This design comes from an exercise in tuning for small area and a short achievable clock period on the open sky130 flow, not from production work. The RTL was checked by simulation tests, not by an equivalence proof against the original design. Power and IR drop assume default switching activity.

==> design.v <==
package controller_datapath_pkg;
  localparam int DATA_W = 16;
  localparam logic [3:0] OP_HALT  = 4'h0;
  localparam logic [3:0] OP_ADD   = 4'h1;
  localparam logic [3:0] OP_SUB   = 4'h2;
  localparam logic [3:0] OP_AND   = 4'h3;
  localparam logic [3:0] OP_OR    = 4'h4;
  localparam logic [3:0] OP_XOR   = 4'h5;
  localparam logic [3:0] OP_JMP   = 4'h8;
  localparam logic [3:0] OP_BEQZ  = 4'h9;
  localparam logic [3:0] OP_LDI   = 4'hA;
  localparam logic [3:0] OP_PUSHI = 4'hB;
  localparam logic [3:0] OP_POP   = 4'hC;
  localparam logic [3:0] OP_PUSH  = 4'hD;
  localparam logic [3:0] OP_SADD  = 4'hE;
  typedef enum logic [1:0] {
    MEMIN_IMM = 2'b00,
    MEMIN_REG = 2'b01,
    MEMIN_SUM = 2'b10
  } memin_e;
  typedef enum logic [1:0] {
    SPI_HOLD = 2'b00,
    SPI_INC  = 2'b01,
    SPI_DEC  = 2'b10
  } spi_e;
endpackage
module cd_control (
  input  logic [3:0] op,
  output logic       regw,
  output logic       memw,
  output logic [1:0] memin,
  output logic       sflag,
  output logic [1:0] spi,
  output logic       pcin,
  output logic       pci
);
  always_comb begin
    regw  = 1'b0;
    memw  = 1'b0;
    memin = controller_datapath_pkg::MEMIN_IMM;
    sflag = 1'b0;
    spi   = controller_datapath_pkg::SPI_HOLD;
    pcin  = 1'b0;
    pci   = 1'b1;
    case (op)
      controller_datapath_pkg::OP_HALT: pci = 1'b0;
      controller_datapath_pkg::OP_ADD, controller_datapath_pkg::OP_SUB, controller_datapath_pkg::OP_AND, controller_datapath_pkg::OP_OR, controller_datapath_pkg::OP_XOR, controller_datapath_pkg::OP_LDI: regw = 1'b1;
      controller_datapath_pkg::OP_JMP: begin
        pcin = 1'b1;
        pci  = 1'b0;
      end
      controller_datapath_pkg::OP_BEQZ: pcin = 1'b1;
      controller_datapath_pkg::OP_PUSHI: begin
        memw = 1'b1;
        spi  = controller_datapath_pkg::SPI_INC;
      end
      controller_datapath_pkg::OP_POP: begin
        regw  = 1'b1;
        sflag = 1'b1;
        spi   = controller_datapath_pkg::SPI_DEC;
      end
      controller_datapath_pkg::OP_PUSH: begin
        memw  = 1'b1;
        memin = controller_datapath_pkg::MEMIN_REG;
        spi   = controller_datapath_pkg::SPI_INC;
      end
      controller_datapath_pkg::OP_SADD: begin
        memw  = 1'b1;
        memin = controller_datapath_pkg::MEMIN_SUM;
        spi   = controller_datapath_pkg::SPI_DEC;
      end
      default: ;
    endcase
  end
endmodule
module controller_datapath #(
  parameter int NREG   = 16,
  parameter int SDEPTH = 16
) (
  input  logic        clk,
  input  logic        reset,
  input  logic [15:0] isr,
  input  logic        stall,
  output logic [15:0] pcout,
  output logic [15:0] tos,
  output logic        halted,
  output logic        err
);
  localparam int SPW  = $clog2(SDEPTH + 1);
  localparam int IDXW = $clog2(SDEPTH);
  localparam logic [SPW-1:0] SP_FULL = SPW'(SDEPTH);
  localparam logic [SPW-1:0] SP_ONE  = SPW'(1);
  localparam logic [SPW-1:0] SP_TWO  = SPW'(2);
  logic [3:0]        op, fa, fb, fc;
  logic [controller_datapath_pkg::DATA_W-1:0] imm12, imm8;
  logic              regw, memw, sflag, pcin, pci;
  logic [1:0]        memin, spi;
  logic [controller_datapath_pkg::DATA_W-1:0] regs  [NREG];
  logic [controller_datapath_pkg::DATA_W-1:0] stack [SDEPTH];
  logic [SPW-1:0]    sp;
  logic [IDXW-1:0]   top_idx, sec_idx, wr_idx;
  logic [controller_datapath_pkg::DATA_W-1:0] rega, regb, regc, top_val, sec_val;
  logic [controller_datapath_pkg::DATA_W-1:0] reg_wdata, stk_wdata, pc_next;
  logic              sp_ok, run;
  assign op    = isr[15:12];
  assign fa    = isr[11:8];
  assign fb    = isr[7:4];
  assign fc    = isr[3:0];
  assign imm12 = {4'h0, isr[11:0]};
  assign imm8  = {8'h00, isr[7:0]};
  cd_control u_ctrl (
    .op    (op),
    .regw  (regw),
    .memw  (memw),
    .memin (memin),
    .sflag (sflag),
    .spi   (spi),
    .pcin  (pcin),
    .pci   (pci)
  );
  function automatic logic [controller_datapath_pkg::DATA_W-1:0] alu(input logic [3:0] f,
                                            input logic [controller_datapath_pkg::DATA_W-1:0] x,
                                            input logic [controller_datapath_pkg::DATA_W-1:0] y);
    logic [controller_datapath_pkg::DATA_W-1:0] r;
    case (f)
      controller_datapath_pkg::OP_ADD:  r = x + y;
      controller_datapath_pkg::OP_SUB:  r = x - y;
      controller_datapath_pkg::OP_AND:  r = x & y;
      controller_datapath_pkg::OP_OR:   r = x | y;
      controller_datapath_pkg::OP_XOR:  r = x ^ y;
      default: r = '0;
    endcase
    alu = r;
  endfunction
  assign run     = !halted && !stall;
  assign rega    = regs[fa];
  assign regb    = regs[fb];
  assign regc    = regs[fc];
  assign top_idx = IDXW'(sp - SP_ONE);
  assign sec_idx = IDXW'(sp - SP_TWO);
  assign top_val = stack[top_idx];
  assign sec_val = stack[sec_idx];
  assign wr_idx  = (memin == controller_datapath_pkg::MEMIN_SUM) ? sec_idx : IDXW'(sp);
  assign tos     = (sp == '0) ? '0 : top_val;
  always_comb begin
    sp_ok = 1'b1;
    if (op == controller_datapath_pkg::OP_SADD)       sp_ok = (sp >= SP_TWO);
    else if (spi == controller_datapath_pkg::SPI_INC) sp_ok = (sp != SP_FULL);
    else if (spi == controller_datapath_pkg::SPI_DEC) sp_ok = (sp != '0);
    if (sflag)              reg_wdata = sp_ok ? top_val : '0;
    else if (op == controller_datapath_pkg::OP_LDI)  reg_wdata = imm8;
    else                    reg_wdata = alu(op, regb, regc);
    case (memin)
      controller_datapath_pkg::MEMIN_REG: stk_wdata = rega;
      controller_datapath_pkg::MEMIN_SUM: stk_wdata = top_val + sec_val;
      default:   stk_wdata = imm12;
    endcase
    pc_next = pcout;
    if (pcin && (op == controller_datapath_pkg::OP_JMP || rega == '0))
      pc_next = (op == controller_datapath_pkg::OP_JMP) ? imm12 : imm8;
    else if (pci)
      pc_next = pcout + 16'd1;
  end
  always_ff @(posedge clk or posedge reset) begin
    if (reset) begin
      pcout  <= '0;
      sp     <= '0;
      halted <= 1'b0;
      err    <= 1'b0;
      for (int i = 0; i < NREG; i++)   regs[i]  <= '0;
      for (int i = 0; i < SDEPTH; i++) stack[i] <= '0;
    end else if (run) begin
      pcout <= pc_next;
      if (op == controller_datapath_pkg::OP_HALT)    halted <= 1'b1;
      if (!sp_ok)           err <= 1'b1;
      if (regw)             regs[fa] <= reg_wdata;
      if (memw && sp_ok)    stack[wr_idx] <= stk_wdata;
      if (sp_ok) begin
        case (spi)
          controller_datapath_pkg::SPI_INC: sp <= sp + SP_ONE;
          controller_datapath_pkg::SPI_DEC: sp <= sp - SP_ONE;
          default: ;
        endcase
      end
    end
  end
endmodule
==> run.sh <==
#!/bin/bash
# synth_recipe.tcl (not shown) runs the flow's synth.tcl, then flattens the netlist and writes it again
# the make line also repeats each setting of config.mk as NAME=value (left out here)
make -C /OpenROAD-flow-scripts/flow DESIGN_CONFIG=/design/flow/config.mk WORK_HOME=/design/flow/orfs CLKGATE_MAP_FILE= SYNTH_SCRIPT=/design/flow/synth_recipe.tcl finish
==> config.mk <==
export PLATFORM = sky130hd
export DESIGN_NAME = controller_datapath
export DESIGN_NICKNAME = controller_datapath
export VERILOG_FILES = /design/flow/design.v
export SDC_FILE = /design/flow/constraint.sdc
export NUM_CORES = 4
export LEC_CHECK = 0
export CAP_MARGIN = 20
export CORE_MARGIN = 2
export CORE_UTILIZATION = 40
export SLEW_MARGIN = 20
==> constraint.sdc <==
create_clock -name core_clock -period 7.5 [get_ports {clk}]
set_input_delay 1.5000 -clock core_clock [delete_from_list [all_inputs] [get_ports {clk}]]
set_output_delay 1.5000 -clock core_clock [all_outputs]
set_load 0.01 [all_outputs]
==> summary.txt <==
==> kinds of logic (layout without fill, tap and decap cells) <==
family,after synthesis,in the layout,share of synthesized area
flip-flops,535,535,0.3985
adder cells (fa/ha/maj),83,83,0.03135
other,0,2,0
AO/OA/AOI/OAI,1105,1105,0.2290
buffers and inverters,382,467,0.04733
XOR/XNOR,54,54,0.01408
multiplexers,414,414,0.1430
AND/OR/NAND/NOR,962,962,0.1368
==> sequential cells by signal, indices dropped and copies added (netlist names) <==
| signal | flops |
|---|---|
| err | 1 |
| pcout | 16 |
| halted | 1 |
| regs | 256 |
| sp | 5 |
| stack | 256 |
==> area by class of cell <==
| cell class | count | area, µm² | area share |
|---|---|---|---|
| multi-input cells | 2618 | 18850 | 0.4921 |
| flip-flops and latches | 535 | 13390 | 0.3495 |
| repair buffers | 278 | 2317 | 0.06050 |
| clock buffers | 80 | 1707 | 0.04456 |
| well taps | 1080 | 1351 | 0.03528 |
| clock inverters | 30 | 386.6 | 0.01009 |
| inverters | 79 | 300.3 | 0.007840 |
| diodes | 2 | 5.005 | 0.0001307 |
==> power by group <==
part           switching (mW)  total [mW]  internal (mW)
clock network            1.33        3.14           1.81
registers               0.529        3.84           3.31
logic                    3.61        5.63           2.01
==> synth_stat cells, types with 11 or more instances <==
cell type  number  area share
o22a_1         24      0.0063
nor3b_1        19      0.0042
ha_1           81       0.030
mux2_2        325        0.11
inv_1          75      0.0084
a221o_1        14      0.0042
nand4_1        35      0.0065
or2_2          14      0.0026
o2bb2ai_1      12      0.0031
a22o_1         50       0.013
a32oi_1        24      0.0063
xnor2_1        38      0.0099
buf_2          50      0.0074
nand3_1       109       0.016
o22ai_1        18      0.0034
o221ai_1       19      0.0050
mux2i_1        67       0.020
clkbuf_1      220       0.025
nor2_1        162       0.018
and3_1         41      0.0076
a22oi_1       217       0.048
a31oi_1        29      0.0054
nand2_1       402       0.045
nor2b_1        48      0.0089
buf_4          11      0.0025
a222oi_1       36       0.011
xor2_1         16      0.0042
a32o_1         15      0.0045
a211oi_1       19      0.0042
dfrtp_1       535        0.40
a221oi_1       64       0.017
and2_1         16      0.0030
nand3b_1       11      0.0025
o21ai_0       291       0.043
nor3_1         31      0.0046
buf_1          15      0.0017
mux4_2         20       0.013
o211ai_1       14      0.0031
a21oi_1       153       0.023
nand2b_1       24      0.0045
==> layer usage <==
metal / part of all wire / GRT usage
met1: 0.38 / 0.4447
met2: 0.43 / 0.5419
met3: 0.11 / 0.09977
met4: 0.078 / 0.2327
met5: 0.00018 / 0
==> cell usage in the layout, fill, tap and decap left out, types with 67 or more instances in the layout <==
master,count
inv_1,74
dfrtp_1,535
buf_4,216
mux2i_1,67
a21oi_1,151
mux2_2,325
nand2_1,392
nand3_1,109
ha_1,81
nor2_1,160
o21ai_0,291
a22oi_1,217
==> critical path: stages, from the launching register on <==
cell and delay (ns):
dfrtp_1 0.52, inv_1 0.19, ha_1 0.36, a21boi_1 0.24, xnor2_2 0.84, and3_1 0.98, a222oi_1 0.26, nand2_1 0.10
a21oi_1 0.06, a21oi_1 0.64, nor2b_1 0.21, clkdlybuf4s50_1 0.54
==> how the worst max path moves through the flow <==
stage	to	slack [ns]	from
floorplan	err	-1.27	reset
global placement	regs[11][15]	0.16	isr[0]
detailed placement	regs[1][15]	0.27	isr[0]
CTS	tos[13]	0.59	sp[1]
global route	tos[13]	0.29	sp[1]
finish	tos[13]	0.39	sp[1]
==> per-stage QoR <==
step	TNS (ns)	instances	instance area (µm²)	setup slack, ns
floorplan	-681.61	3535	33600	-1.274
global placement	0	4589	36170	0.1645
detailed placement	0	4589	36180	0.2675
CTS	0	4699	38280	0.5904
global route	0	4700	38300	0.2859
finish	0	4702	38300	0.3855
==> impl_metrics.toml <==
[floorplanning]
die_y_um = 293.8
num_io_pins = 53
num_rows = 106
core_um2 = 83420
start_util = 0.4028
die_area_um2 = 86330
die_width_um = 293.8

[timing]
finalCritPeriodShare = 0.9486
whs_ns = 0.4762
tightest_slew_ns = 1.202
setup_violations = 0
rsz0062_at_grt = "false"
relSlewSlack = 0.1879
fmaxAchievable_mhz = 140.6
fin_crit_ns = 7.114
finalHoldViolCount = 0
slew_viol_final = 0
fin_skew_ns = 0.06655

[synthesis]
yosys_warnings = 4
synth_edf_count = 0
ys.flop_type = "dfrtp_1"
synth.distinct_cells = 94
synth_seq_cells = 535
synthCells = 3535
synth_fp_nets = 3637
syn_area_per_cell_um2 = 9.505
synth_seq_area_share = 0.3985
synth-async-reset-ratio = 1.000
syn_area_um2 = 33600

[detailed_routing]
post_drt_wl_per_cell_um = 33.29
drc_errors = 0
detail-route-antenna-nets = 0
drt_iter0_drc = 4384
drt_wl_total_mm = 156.5
vias_per_cell = 6.750
drtPass1Iterations = 8
vias = 31740

[clock_network]
numCtsBuffers = 60
cts.reportedPaths.clkPinSlew_ns = 0.06
cts_hold_buf = 0
insertion_delay_ns = 0.70
htreeDepth = 2
clockBufferDepth = 3
clock-root-buffer = "clkbuf_16"
cts_tree = "yes"
post_cts_buffers = 0
cts.sinks = 535
cts_resized = 0

[cells_and_area]
final_util = 0.4591
fillers = 7942
drive_gt1_frac = 0.2124
finalNetCount = 3674
area_growth_pct = 13.99

[critical_path]
r2r_start = "sp[1]"
start_kind = "register"
reg2reg_depth = 22
reg2reg_to = "stack[6][14]"
required_ns = 6.00
cp_data_arrival_time_ns = 5.61
crit_path_end_kind = "primary output"
crit_type = "reg -> out"
crit_fanout = 11
rrSetupSlack_ns = 0.70

[place]
gp_congestion = 1.076
io_buffers = 52
hpwlAfterDp_mm = 108.6

[hold_path]
min_from = "err"
hold-path-cell-count = 1
hp-class = "reg -> reg"
hold_end = "err"

[power]
ir_drop_uv = 237.6
p_leak_nw = 16.76
pwr_density_cell_nw_per_um2 = 329.3
power_mw = 12.61

[global_routing]
overflow = 0
grt_pass1_wl_mm = 224.1
antenna_found_initial = 6
grt_pass1_vias = 30660
grt_max_degree = 174
grt_usage = 0.3569

[status]
status = "no timing/DRC/antenna violations"

[job]
cap_viol_max_count = 0

==> what the ideal ports hide <==
In the flow no input, the clock included, has a driving cell. The finished layout below was timed again as built, in two steps.
Step 1, drivers: a clkbuf_16 drives clk and a buf_2 each remaining input, both assumed.
Step 2 also shifts input and output timing later by t, the mid clock arrival at the registers, as if the neighbouring blocks saw the same clock.
a / b / c = ideal / step 1 / step 2; a / b = the first two.
t (ns): 0.746
slack for setup (ns): 0.386 / 0.310 / 0.104
latest minus earliest clock arrival (ns): 0.068 / 0.067
After both steps this run still meets setup and hold. For this run, drivers alone change the setup slack by -0.076 ns; drivers and shift together by -0.282 ns.
